This design comes from an exercise in tuning for small area and a short achievable clock period on the open sky130 flow, not from production work.
Function was checked by simulation only, so behaviour that the tests miss may differ from the original.
Power and IR drop assume default switching activity.

### flow/constraint.sdc
create_clock -name core_clock -period 10.0 [get_ports {clk}]
set_input_delay 2.0000 -clock core_clock [delete_from_list [all_inputs] [get_ports {clk}]]
set_output_delay 2.0000 -clock core_clock [all_outputs]
set_load 0.01 [all_outputs]
### flow/design.v
module aa (
  input  logic        clk,
  input  logic        rst_n,
  input  logic        instr_valid,
  input  logic [31:0] instr,
  input  logic        ld_en,
  input  logic [4:0]  ld_addr,
  input  logic [15:0] ld_data,
  input  logic [4:0]  dbg_addr,
  output logic [15:0] dbg_data,
  output logic [15:0] sgpr,
  output logic        busy
);
  localparam logic [4:0] OP_MOVSGPR = 5'd0;
  localparam logic [4:0] OP_MOV     = 5'd1;
  localparam logic [4:0] OP_ADD     = 5'd2;
  localparam logic [4:0] OP_SUB     = 5'd3;
  localparam logic [4:0] OP_MUL     = 5'd4;
  logic [31:0] IR;
  logic [15:0] GPR [0:31];
  logic [15:0] SGPR;
  logic        r_exe;
  logic [4:0]  w_oper_type;
  logic [4:0]  w_rdst;
  logic [4:0]  w_rsrc1;
  logic        w_imm_mode;
  logic [4:0]  w_rsrc2;
  logic [15:0] w_isrc;
  assign w_oper_type = IR[31:27];
  assign w_rdst      = IR[26:22];
  assign w_rsrc1     = IR[21:17];
  assign w_imm_mode  = IR[16];
  assign w_rsrc2     = IR[15:11];
  assign w_isrc      = IR[15:0];
  logic [15:0] w_op_a;
  logic [15:0] w_op_b;
  logic [31:0] w_prod;
  assign w_op_a = GPR[w_rsrc1];
  assign w_op_b = w_imm_mode ? w_isrc : GPR[w_rsrc2];
  assign w_prod = w_op_a * w_op_b;
  logic        w_gpr_we;
  logic [15:0] w_gpr_wdata;
  logic        w_sgpr_we;
  always_comb begin
    w_gpr_we    = 1'b0;
    w_gpr_wdata = 16'd0;
    w_sgpr_we   = 1'b0;
    if (r_exe) begin
      case (w_oper_type)
        OP_MOVSGPR: begin
          w_gpr_we    = 1'b1;
          w_gpr_wdata = SGPR;
        end
        OP_MOV: begin
          w_gpr_we    = 1'b1;
          w_gpr_wdata = w_imm_mode ? w_isrc : w_op_a;
        end
        OP_ADD: begin
          w_gpr_we    = 1'b1;
          w_gpr_wdata = w_op_a + w_op_b;
        end
        OP_SUB: begin
          w_gpr_we    = 1'b1;
          w_gpr_wdata = w_op_a - w_op_b;
        end
        OP_MUL: begin
          w_gpr_we    = 1'b1;
          w_gpr_wdata = w_prod[15:0];
          w_sgpr_we   = 1'b1;
        end
        default: begin
        end
      endcase
    end
  end
  always_ff @(posedge clk) begin
    if (!rst_n) begin
      IR    <= 32'd0;
      SGPR  <= 16'd0;
      r_exe <= 1'b0;
      for (int i = 0; i < 32; i++) begin
        GPR[i] <= 16'd0;
      end
    end else begin
      if (instr_valid) begin
        IR <= instr;
      end
      r_exe <= instr_valid;
      if (ld_en) begin
        GPR[ld_addr] <= ld_data;
      end
      if (w_gpr_we) begin
        GPR[w_rdst] <= w_gpr_wdata;
      end
      if (w_sgpr_we) begin
        SGPR <= w_prod[31:16];
      end
    end
  end
  assign dbg_data = GPR[dbg_addr];
  assign sgpr     = SGPR;
  assign busy     = r_exe;
endmodule
### flow/config.mk
export PLATFORM = sky130hd
export DESIGN_NAME = aa
export DESIGN_NICKNAME = aa
export VERILOG_FILES = /design/flow/design.v
export SDC_FILE = /design/flow/constraint.sdc
export NUM_CORES = 4
export LEC_CHECK = 0
export CAP_MARGIN = 20
export CORE_MARGIN = 2
export CORE_UTILIZATION = 40
export SLEW_MARGIN = 20
### flow/run.sh
#!/bin/bash
# synth_recipe.tcl (not shown) runs the flow's synth.tcl, then flattens the netlist and writes it again
# the make line also repeats each setting of config.mk as NAME=value (left out here)
make -C /OpenROAD-flow-scripts/flow DESIGN_CONFIG=/design/flow/config.mk WORK_HOME=/design/flow/orfs CLKGATE_MAP_FILE= SYNTH_SCRIPT=/design/flow/synth_recipe.tcl finish
==> results.py <==
metrics = {
    "detailed_routing": {
        "drc": 0,
        "num_vias": 38397,
        "detail-route-antenna-nets": 0,
        "drt_pass1_iterations": 8,
        "route.met3.wl_um": 30400,
        "wl_per_cell_um": 33.7,
        "drt_iter0_markers": 5926,
        "wl_met1_um": 66700,
        "avgViaCountPerCell": 6.74,
        "routed_wl_um": 192000,
        "wl_met2_um": 81400,
        "top_layer_used": "met5",
    },
    "final_layout": {
        "fill_cells": 10657,
        "syn_to_final_growth_pct": 11.1,
        "drive_above_1_share": 0.198,
        "fin_area_um2": 51700,
        "fin_nets": 4499,
        "antennaDiodeCount": 0,
    },
    "clock_network": {
        "cts_buffer_depth": 3,
        "numCtsBuffers": 69,
        "cts_tree": "built",
        "clk-insertion-delay-late_ps": 670,
        "cts.sinks": 571,
        "cts.reportedPaths.clkPinSlew_ps": 60,
        "htreeDepth": 3,
        "cts_root_buf": "clkbuf_16",
        "holdBufCountCts": 0,
        "cts-resized-gates": 0,
        "post_cts_buffers": 0,
    },
    "power": {
        "p_switching_mw": 5.53,
        "swShare": 0.443,
        "power_frac_comb": 0.560,
        "clock_power_share": 0.211,
        "p_seq_frac": 0.229,
        "p_per_area_nw_per_um2": 241,
        "power_leakage_nw": 18.1,
        "vdd_drop_max_mv": 0.476,
        "p_int_mw": 6.94,
        "finalPower_mw": 12.5,
    },
    "yosys": {
        "yosys.cell_types.count": 84,
        "synth_area_leaders": "edfxtp_1, mux4_2, fa_1",
        "syn_nets": 4542,
        "synth-simple-area-share": 0.124,
        "ys_ff_latch": 571,
        "synthFlopType": "edfxtp_1",
        "synth_top_area_frac": 0.330,
        "synth_edf_count": 512,
        "synth_compound_area_frac": 0.0992,
        "synth_area_leader_cell": "edfxtp_1",
        "synthAdderAreaFrac": 0.117,
        "synth_xor_area_frac": 0.0102,
        "ys_seq_area_frac": 0.356,
        "syn_avg_cell_area_um2": 11.2,
        "synthTopCellsByCount": "o21ai_0, nand3_1, edfxtp_1, mux4_2, clkbuf_1",
        "yosys_warnings": 1,
        "synthMuxAreaShare": 0.234,
        "async_flop_share": 0,
        "synth_cells": 4165,
        "synth_top_family_by_area": "multiplexers",
        "synth.most_common_cell": "o21ai_0",
        "syn-cell-area_um2": 46500,
    },
    "timing": {
        "hold_viol": 0,
        "period_needed_ps": 9430,
        "worst_slack_ps": 574,
        "setup_viol": 0,
        "tightest_slew_ps": 1150,
        "max_clock_freq_ghz": 0.106,
        "min_period_over_period": 0.943,
        "slew_headroom": 0.225,
        "skew_ps": 46.9,
        "rsz0062_at_grt": "no",
        "slew_violations": 0,
        "setup-tns-final_ps": 0,
    },
    "grt": {
        "grt_pass1_wl_um": 271000,
        "grt_pass1_vias": 36999,
        "grt_antenna_before_repair": 7,
        "grt_overflow": 0,
        "grt.total_usage": 0.316,
        "grt_max_degree": 71,
    },
    "worst_hold_path": {
        "holdPathStages": 2,
        "hold_class": "register to register",
    },
    "floorplanning": {
        "core_um2": 116000,
        "dieArea_um2": 119000,
        "initial_core_util": 0.402,
        "core.rowCount": 125,
        "boundaryPins": 95,
        "die_h_um": 345,
        "dieWidth_um": 345,
    },
    "placement": {
        "io_buffers": 94,
        "place_area_um2": 49400,
        "pre_cts_ws_ps": 793,
        "place_congestion": 1.00,
        "dp_hpwl_um": 130000,
    },
    "critical_path": {
        "worstPathMaxFanout": 19,
        "path_buf_inv": 7,
        "critPathRequiredTime_ps": 10380,
        "crit_family": "adder cells",
        "cp_slowest_cell": "dfxtp_4",
        "end_kind": "register",
        "worst_r2r_path_depth": 25,
        "critical-path-max-stage-delay_ps": 660,
        "startpoint_type": "register",
        "path_class": "register to register",
        "critPathArrivalTime_ps": 9800,
        "cp_num_cells": 25,
        "path_common_cell": "fa_1",
    },
    "run_status": {
        "status": "no timing/DRC/antenna violations",
    },
    "flow_run": {
        "cap_violations": 0,
    },
}
-- worst reg2reg max path: stages (launching register included) --
cell and delay, ps:
dfxtp_4 660, buf_12 290, mux4_2 540, mux4_2 610, mux2i_4 670, clkinv_1 670, nand2_1 240, fa_1 460
inv_1 100, fa_1 410, inv_1 90, fa_1 410, inv_1 90, fa_1 420, fa_1 490, inv_1 50
fa_1 470, inv_1 40, ha_1 320, nand2_1 100, a21oi_1 50, a221oi_1 610, xnor2_1 270, o21ai_0 340
a21oi_2 580, o21ai_0 190
-- flip-flops by register name (all words and copies together) (netlist names), named ones only --
name and cells:
GPR 512, IR 32, SGPR 16, r_exe 1
-- metal layers --
| metal | vias to the layer above | GRT usage |
|---|---|---|
| met5 | - | 0.000800 |
| met4 | 10 | 0.183 |
| met3 | 676 | 0.121 |
| met2 | 3262 | 0.463 |
| met1 | 18964 | 0.400 |
| li1 | 15485 | - |
-- per-stage QoR --
| stage | std cells | util | hold slack [ps] |
|---|---|---|---|
| final | 5697 | 0.446 | 510 |
| after global routing | 5697 | 0.446 | 533 |
| after CTS | 5697 | 0.446 | 515 |
| after detailed placement | 5575 | 0.427 | 502 |
| after global placement | 5575 | 0.427 | 495 |
| after floorplan | 4165 | - | 473 |
-- placed cells by master, fill, tap and decap left out, types with 60 or more instances in the layout --
cell,instances
buf_4,197
clkbuf_16,71
clkdlybuf4s50_1,87
edfxtp_1,512
fa_1,195
ha_1,120
inv_1,266
mux2i_1,120
mux4_2,406
nand2_1,218
nand3_1,532
nor2_1,161
nor2b_1,60
o21ai_0,540
-- power by group through the flow --
stage          sequential, mW  combinational [mW]  clock (mW)
2_1_floorplan            2.82                4.84           0
3_3_place_gp             2.89                6.77           0
3_5_place_dp             2.90                6.84           0
4_1_cts                  2.85                6.90        2.63
5_1_grt                  2.86                7.67        2.72
6_report                 2.85                6.98        2.64
-- cell type report --
cell class | instances | area, µm² | area share
inverter | 272 | 1020 | 0.0198
sequential | 571 | 16600 | 0.321
multi-input combinational | 2906 | 27300 | 0.527
clock inverter | 33 | 414 | 0.00802
timing repair buffer | 302 | 2640 | 0.0510
tap | 1524 | 1910 | 0.0369
clock buffer | 89 | 1860 | 0.0361
-- cells by family (layout without fill, tap and decap cells) --
| group | count (synthesis) | in the layout |
|---|---|---|
| buffers and inverters | 688 | 696 |
| XOR/XNOR | 54 | 54 |
| multiplexers | 570 | 570 |
| flip-flops | 571 | 571 |
| AO/OA/AOI/OAI | 796 | 796 |
| adder cells (fa/ha/maj) | 317 | 317 |
| AND/OR/NAND/NOR | 1169 | 1169 |
-- path summary, 6_finish.rpt --
kind	from	end	slack, ps
setup reg to reg	register	GPR[21][15]	570
hold / removal	IR[18]	register	510
setup / recovery	register	GPR[21][15]	570
hold reg to reg	IR[18]	register	510

[re-timing with driven ports]
The results above use ideal ports. As a check the final layout listed here was re-extracted and re-timed, cells and wires unchanged.
Step 1 assumes that a clkbuf_16 drives the clock port and a buf_2 every other input.
Step 2, shift: input delay + t, output delay - t, t = (earliest + latest rising clock arrival at the registers) / 2. This alone moves slack from input paths to output paths.
Slacks: ideal ports / drivers / drivers and shift; pairs: ideal ports / drivers.
t (ns): 0.720
setup WS [ns]: 0.574 / 0.574 / 0.574
clock arrival spread, ns: 0.047 / 0.047
After both steps setup and hold are still met in this run. The setup slack of this run moves by 0.000 ns with the drivers and by 0.000 ns with both steps.
